This is an optimization exercise on Yosys and OpenROAD, whose aim is small area and few clock cycles, not a production implementation. Where RTL was checked, it was by simulation tests only, not by an equivalence proof against the original. No activity file was given, so power comes from the tool's default toggle rates.

== alpha ==
==> flow/design.v (excerpt) <==
module axi_wr_top
(
    input  logic        clk,
    input  logic        rst_n,
    input  logic [3:0]  aw_id,
    input  logic [15:0] aw_addr,
    input  logic [7:0]  aw_len,
    input  logic [2:0]  aw_size,
    input  logic [1:0]  aw_burst,
    input  logic        aw_valid,
    output logic        aw_ready,
    input  logic [31:0] w_data,
    input  logic [3:0]  w_strb,
    input  logic        w_last,
    input  logic        w_valid,
    output logic        w_ready,
    output logic [3:0]  b_id,
    output logic [1:0]  b_resp,
    output logic        b_valid,
    input  logic        b_ready,
    output logic [3:0]  mem_id,
    output logic [15:0] mem_addr,
    output logic [31:0] mem_data,
    output logic [3:0]  mem_strb,
    output logic        mem_last,
    output logic        mem_boundary_err,
    output logic        mem_we,
    input  logic        mem_credit
);
clock: 5.0 ns
lec_check: 0
cap_margin: 20
core_margin: 2
core_utilization: 40
slew_margin: 20
standard.sh (not shown) runs the stock make flow with config.mk's settings and CLKGATE_MAP_FILE= SYNTH_SCRIPT=/design/flow/synth_recipe.tcl, a recipe that flattens the netlist after the stock synthesis.
==> flow/flow/run.sh <==
#!/bin/bash
# Standard ORFS flow, with the port buffers inserted as the smallest buffer cell.
cp standard.sh standard_sh.txt
export BUFFER_PORTS_ARGS="-buffer_cell sky130_fd_sc_hd__buf_1"
bash standard.sh > standard.log 2>&1
alpha finished all stages; the layout is clean.
Testbench counts of alpha, summed over its fixed seeds: cycles 42,784.
Edits applied to the flow inputs when going from alpha to beta:
==> flow/run.sh (new file) <==
#!/bin/bash
# synth_recipe.tcl (not shown) runs the flow's synth.tcl, then flattens the netlist and writes it again
# the make line also repeats each setting of config.mk as NAME=value (left out here)
make -C /OpenROAD-flow-scripts/flow DESIGN_CONFIG=/design/flow/config.mk WORK_HOME=/design/flow/orfs CLKGATE_MAP_FILE= SYNTH_SCRIPT=/design/flow/synth_recipe.tcl finish
removed: flow/flow/run.sh
removed: flow/standard.sh
--- outcome ---
- Comparing beta and alpha, number of buffers and inverters on the critical path is higher on beta.
- Between beta and alpha, the difference in clock transition at the registers of the reported paths is negligible.
- On clock skew, beta and alpha are basically level.
- | post-layout minimum cycle time | beta vs alpha | 570 ps higher |
- In beta the clock network fraction of design power turned out 1.9 points lower than in alpha.
- Reported for beta and alpha, mux contribution to synthesized area turned out identical to the last digit.
- [beta] wire length rose 1.6% relative to alpha
- Comparing beta and alpha, the higher first-iteration detailed-routing DRC count is on beta.

========
axi_wr_top, a different RTL version from the one above (not shown whole).
Size in the first run: roughly 2200 µm² of cells after synthesis.
clock: 5.0 ns
lec_check: 0
cap_margin: 20
core_margin: 2
core_utilization: 40
slew_margin: 20
==> flow/flow/run.sh <==
#!/bin/bash
# Standard ORFS flow, with the port buffers inserted as the smallest buffer cell.
cp standard.sh standard_sh.txt
export BUFFER_PORTS_ARGS="-buffer_cell sky130_fd_sc_hd__buf_1"
bash standard.sh > standard.log 2>&1
The starting point went through all stages and came out clean.
Edit:
ABC_AREA = 1   (was default)
CTS_BUF_LIST = sky130_fd_sc_hd__clkbuf_4   (was default)
Effect:
- clock skew hardly moves
- sequential share of layout area went up by 1.5 points
- first-iteration DRC count went down by 13%
- global-route usage went down by 0.66 points
- routed wire length went down by 11%
- combinational power went up by 120%
- synthesized cell count went up by 13%
- cell count went up by 11%
- die area went down by 2.0%
No run of this note included a check of the RTL's function; only the layout flow was run.

========
run A:
axi_wr_top, a different RTL version from the one above (not shown whole).
For scale: roughly 210 cells after synthesis, roughly 35 flip-flops, about 140 I/O pins.
==> flow/config.mk <==
export PLATFORM = sky130hd
export DESIGN_NAME = axi_wr_top
export DESIGN_NICKNAME = axi_wr_top
export VERILOG_FILES = /design/flow/design.v
export SDC_FILE = /design/flow/constraint.sdc
export NUM_CORES = 4
export LEC_CHECK = 0
export CAP_MARGIN = 20
export CORE_MARGIN = 2
export CORE_UTILIZATION = 40
export CTS_BUF_LIST = sky130_fd_sc_hd__clkbuf_4
export SLEW_MARGIN = 20
==> flow/constraint.sdc <==
create_clock -name core_clock -period 5.0 [get_ports {clk}]
set_input_delay 1.0000 -clock core_clock [delete_from_list [all_inputs] [get_ports {clk}]]
set_output_delay 1.0000 -clock core_clock [all_outputs]
set_load 0.01 [all_outputs]
Scripts as last shown in full above: flow/flow/run.sh
Run A completed every stage of the flow, and the final layout passed the timing, DRC and antenna checks.
diff inputs: run A => run B
- ABC_AREA: unset -> 1
Compared run B vs run A, and synthesized cell count is up in run B. Delta (run B minus run A): worst hold slack after final layout now smaller; clock buffer and inverter area fraction after layout decreased by 1.0 points relative to the old numbers. Run B against run A: global routing usage summed across all routing layers lost 0.63 points, initial core utilization picked up an extra 0.15 points, wire length of the first global-routing pass lost about 8%, power picked up an extra about 23%.
No run of this note included a check of the RTL's function; only the layout flow was run.

========
Setup of v19:
The RTL this note starts from:
==> flow/design.v <==
`timescale 1ns/1ps
`timescale 1ns/1ps
`timescale 1ns/1ps
`timescale 1ns/1ps
`timescale 1ns/1ps
`timescale 1ns/1ps
module axi_wr_top
(
    input  logic        clk,
    input  logic        rst_n,
    input  logic [3:0]  aw_id,
    input  logic [15:0] aw_addr,
    input  logic [7:0]  aw_len,
    input  logic [2:0]  aw_size,
    input  logic [1:0]  aw_burst,
    input  logic        aw_valid,
    output logic        aw_ready,
    input  logic [31:0] w_data,
    input  logic [3:0]  w_strb,
    input  logic        w_last,
    input  logic        w_valid,
    output logic        w_ready,
    output logic [3:0]  b_id,
    output logic [1:0]  b_resp,
    output logic        b_valid,
    input  logic        b_ready,
    output logic [3:0]  mem_id,
    output logic [15:0] mem_addr,
    output logic [31:0] mem_data,
    output logic [3:0]  mem_strb,
    output logic        mem_last,
    output logic        mem_boundary_err,
    output logic        mem_we,
    input  logic        mem_credit
);
    logic        d_valid;
    logic [3:0]  d_id;
    logic [15:0] d_addr;      
    logic [2:0]  d_size;
    logic        d_fixed;
    logic        d_berr;      
    logic [2:0]  owed;
    logic        bv;
    logic [3:0]  bid;
    logic        bslv;
    logic        credit_ok, b_free, beat, burst_done, aw_fire;
    logic [11:0] mask;
    logic [12:0] sum;
    assign credit_ok  = !owed[2] || mem_credit;
    assign b_free     = !bv || b_ready;
    assign beat       = d_valid && w_valid && credit_ok && (!w_last || b_free);
    assign burst_done = beat && w_last;
    assign aw_ready   = !d_valid || burst_done;
    assign aw_fire    = aw_valid && aw_ready;
    assign w_ready    = beat;
    assign mem_we     = beat;
    assign mask = 12'hfff << d_size;
    assign sum  = {1'b0, d_addr[11:0] | ~mask} + {12'd0, !d_fixed};
    always_ff @(posedge clk) begin
        if (aw_fire) begin
            d_id    <= aw_id;
            d_addr  <= aw_addr;
            d_size  <= aw_size;
            d_fixed <= (aw_burst == 2'b00);
            d_berr  <= 1'b0;
        end else if (beat) begin
            d_addr[11:0] <= (sum[11:0] | {12{sum[12]}}) & mask;
            d_berr       <= sum[12];
        end
        if (burst_done) begin
            bid  <= d_id;
            bslv <= (d_size > 3'd2);
        end
    end
    always_ff @(posedge clk or negedge rst_n) begin
        if (!rst_n) begin
            d_valid <= 1'b0;
            owed    <= 3'd0;
            bv      <= 1'b0;
        end else begin
            if (aw_fire)
                d_valid <= 1'b1;
            else if (burst_done)
                d_valid <= 1'b0;
            owed    <= owed + {2'b0, beat} - {2'b0, mem_credit};
            if (burst_done)
                bv <= 1'b1;
            else if (b_ready)
                bv <= 1'b0;
        end
    end
    assign mem_id           = d_id;
    assign mem_addr         = d_addr;
    assign mem_data         = w_data;
    assign mem_strb         = w_strb;
    assign mem_last         = w_last;
    assign mem_boundary_err = d_berr;
    assign b_valid          = bv;
    assign b_id             = bid;
    assign b_resp           = {bslv, 1'b0};
endmodule
clock: 5.0 ns
lec_check: 0
cap_margin: 20
core_margin: 2
core_utilization: 40
cts_buf_list: sky130_fd_sc_hd__clkbuf_4
slew_margin: 20
==> flow/flow/run.sh <==
#!/bin/bash
cp standard.sh standard_sh.txt
export BUFFER_PORTS_ARGS="-buffer_cell sky130_fd_sc_hd__buf_1"
export RECOVER_POWER=100
export CTS_ARGS="-sink_clustering_enable -repair_clock_nets -buf_list sky130_fd_sc_hd__clkbuf_4 -dont_use_dummy_load"
bash standard.sh > standard.log 2>&1
Testbench counts of v19, summed over its fixed seeds: cycles 42,784.
#### Input delta (v5 over v19)
==> flow/flow/run.sh <==
#!/bin/bash
# Standard ORFS flow, with the port buffers inserted as the smallest buffer cell.
cp standard.sh standard_sh.txt
export BUFFER_PORTS_ARGS="-buffer_cell sky130_fd_sc_hd__buf_1"
bash standard.sh > standard.log 2>&1
--- a/flow/config.mk
+++ b/flow/config.mk
@@ -6,4 +6,5 @@
 export NUM_CORES = 4
 export LEC_CHECK = 0
+export ABC_AREA = 1
 export CAP_MARGIN = 20
 export CORE_MARGIN = 2
[summary]
The core of v5 is more densely filled than that of v19.
| register-to-register slack | higher: v5 |
Of v5 and v19, the run reporting the higher pin count of the biggest net entering global routing was v19.
On leakage power of the design, v5 does worse than v19.
Edits applied to the flow inputs when going from v5 to v38:
==> flow/flow/run.sh <==
#!/bin/bash
# Standard ORFS flow with: port buffers inserted as the smallest buffer cell,
# and power recovery (downsizing gates off the critical paths) after global routing.
cp standard.sh standard_sh.txt
export BUFFER_PORTS_ARGS="-buffer_cell sky130_fd_sc_hd__buf_1"
export RECOVER_POWER=100
bash standard.sh > standard.log 2>&1
--- a/flow/config.mk
+++ b/flow/config.mk
@@ -6,5 +6,4 @@
 export NUM_CORES = 4
 export LEC_CHECK = 0
-export ABC_AREA = 1
 export CAP_MARGIN = 20
 export CORE_MARGIN = 2
[summary]
Changes observed in v38 relative to v5: maximum cell stage delay along the critical path shows an increase of 0.06 ns; number of cells on the worst reg-to-reg path fell by 2. Compared with v5, distinct cell type count after synthesis in v38 increased by more than half. Count of input and output buffers: v38 vs v5 identical. The vias after detailed routing in v5 is 1.07 times that in v38.
Input changes introduced in v55 (baseline for comparison: v38):
==> flow/flow/run.sh <==
#!/bin/bash
# Standard ORFS flow, with the port buffers inserted as the smallest buffer cell.
cp standard.sh standard_sh.txt
export BUFFER_PORTS_ARGS="-buffer_cell sky130_fd_sc_hd__buf_1"
bash standard.sh > standard.log 2>&1
- Result: PASS for each of v55 and v38
- Clock period minus final worst setup slack ended up 0.17 ns lower on v55 than on v38.
- Compared v55 against v38; setup clock skew after layout within noise.
- Comparing v55 and v38, logic depth of the worst path, buffers included is lower on v55.
- The lower number of vias per cell came out of v55.
- | post-detailed-routing wire length | v38 vs v55 | ≈ equal |
- More vias were needed by v38 than by v55.
- Count of buffer and inverter cells on the critical path sits lower in v55 than in v38.
- Area: v55 vs v38 -> v55 larger
- In the flow results for v55 and v38, the area growth from synthesis to layout is larger on v55.
- Between v55 and v38, the worst hold slack does not differ in any meaningful way.
- The fraction of registers with async set/reset on v38 is in line with that on v55.

========
RTL: the design.v shown in full above, as it stands there.
Settings: LEC_CHECK=0, CAP_MARGIN=20, CORE_MARGIN=2, CORE_UTILIZATION=40, CTS_BUF_LIST=sky130_fd_sc_hd__clkbuf_8, CTS_CLUSTER_DIAMETER=200, CTS_CLUSTER_SIZE=40, SLEW_MARGIN=20; clock period 5.0 ns.
==> flow/flow/run.sh <==
#!/bin/bash
# Standard ORFS flow, with the port buffers inserted as the smallest buffer cell.
cp standard.sh standard_sh.txt
export BUFFER_PORTS_ARGS="-buffer_cell sky130_fd_sc_hd__buf_1"
bash standard.sh > standard.log 2>&1
Testbench counts at the start, summed over its fixed seeds: cycles 42,784.
Change:
CTS_BUF_LIST = sky130_fd_sc_hd__clkbuf_4   (was sky130_fd_sc_hd__clkbuf_8)
After rerunning: Die area is unchanged; cell area fell slightly; global-route usage stays flat; critical path depth stays the same; utilization goes down by 0.73 points; area after synthesis does not change; setup slack gains 0.0080 ns; sequential share of layout area grows by 0.81 points.

========
willow:
axi_wr_top, a different RTL version from the one above (not shown whole).
For scale: about 180 cells after synthesis, about 140 I/O pins, ~1900 µm² of cells after synthesis.
export LEC_CHECK = 0
export CAP_MARGIN = 20
export CORE_MARGIN = 2
export CORE_UTILIZATION = 40
export CTS_BUF_LIST = sky130_fd_sc_hd__clkbuf_4
export SLEW_MARGIN = 20
create_clock -name core_clock -period 5.0 [get_ports {clk}]
==> flow/flow/run.sh <==
#!/bin/bash
export BUFFER_PORTS_ARGS="-buffer_cell sky130_fd_sc_hd__buf_1"
export CTS_ARGS="-sink_clustering_enable -repair_clock_nets -buf_list sky130_fd_sc_hd__clkbuf_4 -dont_use_dummy_load"
bash standard.sh > standard.log 2>&1
Testbench counts of willow, summed over its fixed seeds: cycles 45,257.
Modified inputs, yarrow compared to willow
- a change of CAP_MARGIN from 20 to 40
diff --git a/flow/flow/run.sh b/flow/flow/run.sh
--- a/flow/flow/run.sh
+++ b/flow/flow/run.sh
@@ -1,0 +2,7 @@
+# Standard ORFS flow (the standard.sh), with:
+#  - the floorplanned netlist's combinational logic re-synthesised for area
+#    by OpenROAD's restructure (registers untouched),
+#  - port buffers inserted as the smallest buffer cell,
+#  - power recovery (downsizing off-critical gates) after global routing,
+#  - TritonCTS without dummy loads.
+set -euo pipefail
@@ -2,0 +10 @@
+export RECOVER_POWER=100
@@ -3,0 +12,14 @@
+
+bash standard.sh floorplan > standard_floorplan.log 2>&1
+
+export RES_DIR=$PWD/orfs/results/$FLOW_PLATFORM/axi_wr_top/base
+export RMP_DIR=$PWD/rmp
+mkdir -p $RMP_DIR
+PLAT=$FLOW_HOME/platforms/$FLOW_PLATFORM
+# The platform's DONT_USE_CELLS are the probe and lpflow cells; keep ABC off them
+DONT_USE="sky130_fd_sc_hd__probe_p_8 sky130_fd_sc_hd__probec_p_8 sky130_fd_sc_hd__lpflow_*"
+echo "DONT_USE: $DONT_USE" > restructure.log
+export RSZ_LIB=$RMP_DIR/lib_use.lib
+python3 flow/filter_lib.py $PLAT/lib/sky130_fd_sc_hd__tt_025C_1v80.lib $RSZ_LIB "$DONT_USE"
+openroad -no_init -exit flow/restructure.tcl >> restructure.log 2>&1
+
==> flow/flow/filter_lib.py (new file) <==
#!/usr/bin/env python3
# Copy a liberty file, leaving out the cells that match the DONT_USE patterns.
# usage: filter_lib.py IN.lib OUT.lib "PATTERN ..."
import fnmatch, re, sys

src, dst, pats = sys.argv[1], sys.argv[2], sys.argv[3].split()
out = open(dst, 'w')
skip = False
depth = 0
for line in open(src):
    if not skip:
        m = re.match(r'\s*cell\s*\(\s*"?([^")]+)"?\s*\)', line)
        if m and any(fnmatch.fnmatchcase(m.group(1), p) for p in pats):
            skip = True
            depth = 0
    if skip:
        depth += line.count('{') - line.count('}')
        if depth <= 0 and '}' in line:
            skip = False
        continue
    out.write(line)
out.close()
==> flow/flow/restructure.tcl (new file) <==
# Re-synthesise the combinational logic of the floorplanned netlist for area
# (OpenROAD's restructure, which runs ABC on the logic between registers and ports).
set res $::env(RES_DIR)
read_db $res/2_floorplan.odb
read_liberty $::env(RSZ_LIB)
read_sdc $res/2_floorplan.sdc
source $::env(FLOW_HOME)/platforms/$::env(FLOW_PLATFORM)/setRC.tcl
report_design_area
report_worst_slack
restructure -target area -liberty_file $::env(RSZ_LIB) \
  -tielo_port sky130_fd_sc_hd__conb_1/LO -tiehi_port sky130_fd_sc_hd__conb_1/HI \
  -work_dir $::env(RMP_DIR)
report_design_area
report_worst_slack
write_db $res/2_floorplan.odb
--- outcome ---
- Against willow as the reference, yarrow delivers a lower final core utilization.
- Lower number of buffers and inverters on the critical path goes to yarrow over willow.
- From willow to yarrow the numbers moved as follows: final cell area excluding filler cells shrank by 170 µm², endpoint arrival time on the critical path rose by 1440 ps, total power down 0.00010 W.
diff inputs: yarrow => xenon
==> flow/flow/run.sh <==
#!/bin/bash
export BUFFER_PORTS_ARGS="-buffer_cell sky130_fd_sc_hd__buf_1"
export RECOVER_POWER=100
export CTS_ARGS="-sink_clustering_enable -repair_clock_nets -buf_list sky130_fd_sc_hd__clkbuf_4 -dont_use_dummy_load"
bash standard.sh > standard.log 2>&1
removed: flow/flow/filter_lib.py
removed: flow/flow/restructure.tcl
==> comparison <==
- In summary, xenon completed successfully, with a layout that passed the timing, DRC and antenna checks.
- Per the final summary, yarrow finished and its layout is clean on timing, DRC and antenna.
- The worst-path cell with the longest stage delay comes out edfxtp_1 in one run and nor4_1 in the other, namely in yarrow and xenon respectively.
- Compared with yarrow, in xenon number of inverters outside the clock class in the layout -8, final critical delay including setup and external delays +280 ps, net switching fraction of the power +1.8 points, final cycle utilization of the critical path +5.6 points.
[inputs] lagoon vs xenon
- putting ABC_AREA at 1 where nothing was set
In the flow results for lagoon and xenon, the total power is smaller on xenon.
Re die area: xenon was lower than lagoon.
lagoon ends up with a total wire length after detailed routing that is 38 µm lower than in xenon.
On minimum setup slack in the final design, xenon loses to lagoon.
In lagoon, the post-route minimum period came out 380 ps below the value in xenon.
The count of cell types in the netlist number comes out higher for xenon vs lagoon.
lagoon vs. xenon: share of the cycle needed by the critical path after routing went down by 7.6 points.

[port drivers added, routing unchanged]
In the flow no input, the clock included, has a driving cell. The finished layouts below were timed again as built, in two steps.
Step 1 (the two cells are an assumption about what drives the block):
set clk [get_ports {clk}]
set_driving_cell -lib_cell sky130_fd_sc_hd__clkbuf_16 $clk
set_driving_cell -lib_cell sky130_fd_sc_hd__buf_2 [delete_from_list [all_inputs] $clk]
Step 2, shift: input delay + t, output delay - t, t = (earliest + latest rising clock arrival at the registers) / 2. This alone moves slack from input paths to output paths.
a / b / c = ideal / step 1 / step 2; a / b = the first two.
run | shift t [ns] | setup WS [ns] | hold slack, ns | latest minus earliest clock arrival (ns)
alpha | 0.312 | 1.913 / 1.913 / 1.913 | 0.450 / 0.450 / 0.450 | 0.004 / 0.004
beta | 0.315 | 1.344 / 1.324 / 1.324 | 0.447 / 0.447 / 0.447 | 0.005 / 0.005
the first run of note 2 | 0.317 | 1.774 / 1.774 / 1.774 | 0.448 / 0.448 / 0.448 | 0.010 / 0.009
the second run of note 2 | 0.363 | 2.064 / 2.043 / 1.968 | 0.461 / 0.461 / 0.461 | 0.009 / 0.009
run A | 0.366 | 2.199 / 2.174 / 1.835 | 0.458 / 0.458 / 0.458 | 0.013 / 0.013
run B | 0.364 | 2.170 / 2.148 / 1.835 | 0.447 / 0.447 / 0.447 | 0.010 / 0.010
v19 | 0.350 | 1.895 / 1.897 / 1.548 | 0.459 / 0.459 / 0.459 | 0.013 / 0.013
v5 | 0.368 | 2.211 / 2.213 / 1.845 | 0.449 / 0.449 / 0.449 | 0.013 / 0.012
v38 | 0.352 | 1.907 / 1.910 / 1.557 | 0.460 / 0.460 / 0.460 | 0.007 / 0.007
v55 | 0.352 | 2.074 / 2.052 / 1.783 | 0.460 / 0.460 / 0.460 | 0.007 / 0.007
the first run of note 5 | 0.306 | 2.066 / 2.044 / 1.767 | 0.452 / 0.452 / 0.452 | 0.004 / 0.004
the second run of note 5 | 0.352 | 2.074 / 2.052 / 1.783 | 0.460 / 0.460 / 0.460 | 0.007 / 0.007
willow | 0.342 | 2.290 / 2.270 / 2.270 | 0.481 / 0.481 / 0.481 | 0.012 / 0.011
yarrow | 0.339 | 2.006 / 2.003 / 1.747 | 0.479 / 0.479 / 0.479 | 0.016 / 0.016
xenon | 0.348 | 1.723 / 1.723 / 1.723 | 0.480 / 0.480 / 0.480 | 0.013 / 0.013
lagoon | 0.340 | 2.106 / 2.106 / 1.766 | 0.484 / 0.484 / 0.484 | 0.020 / 0.020
After both steps every run listed still meets setup and hold. The setup slack of v5, which loses most, moves by +0.002 ns with the drivers and by -0.366 ns with both steps.
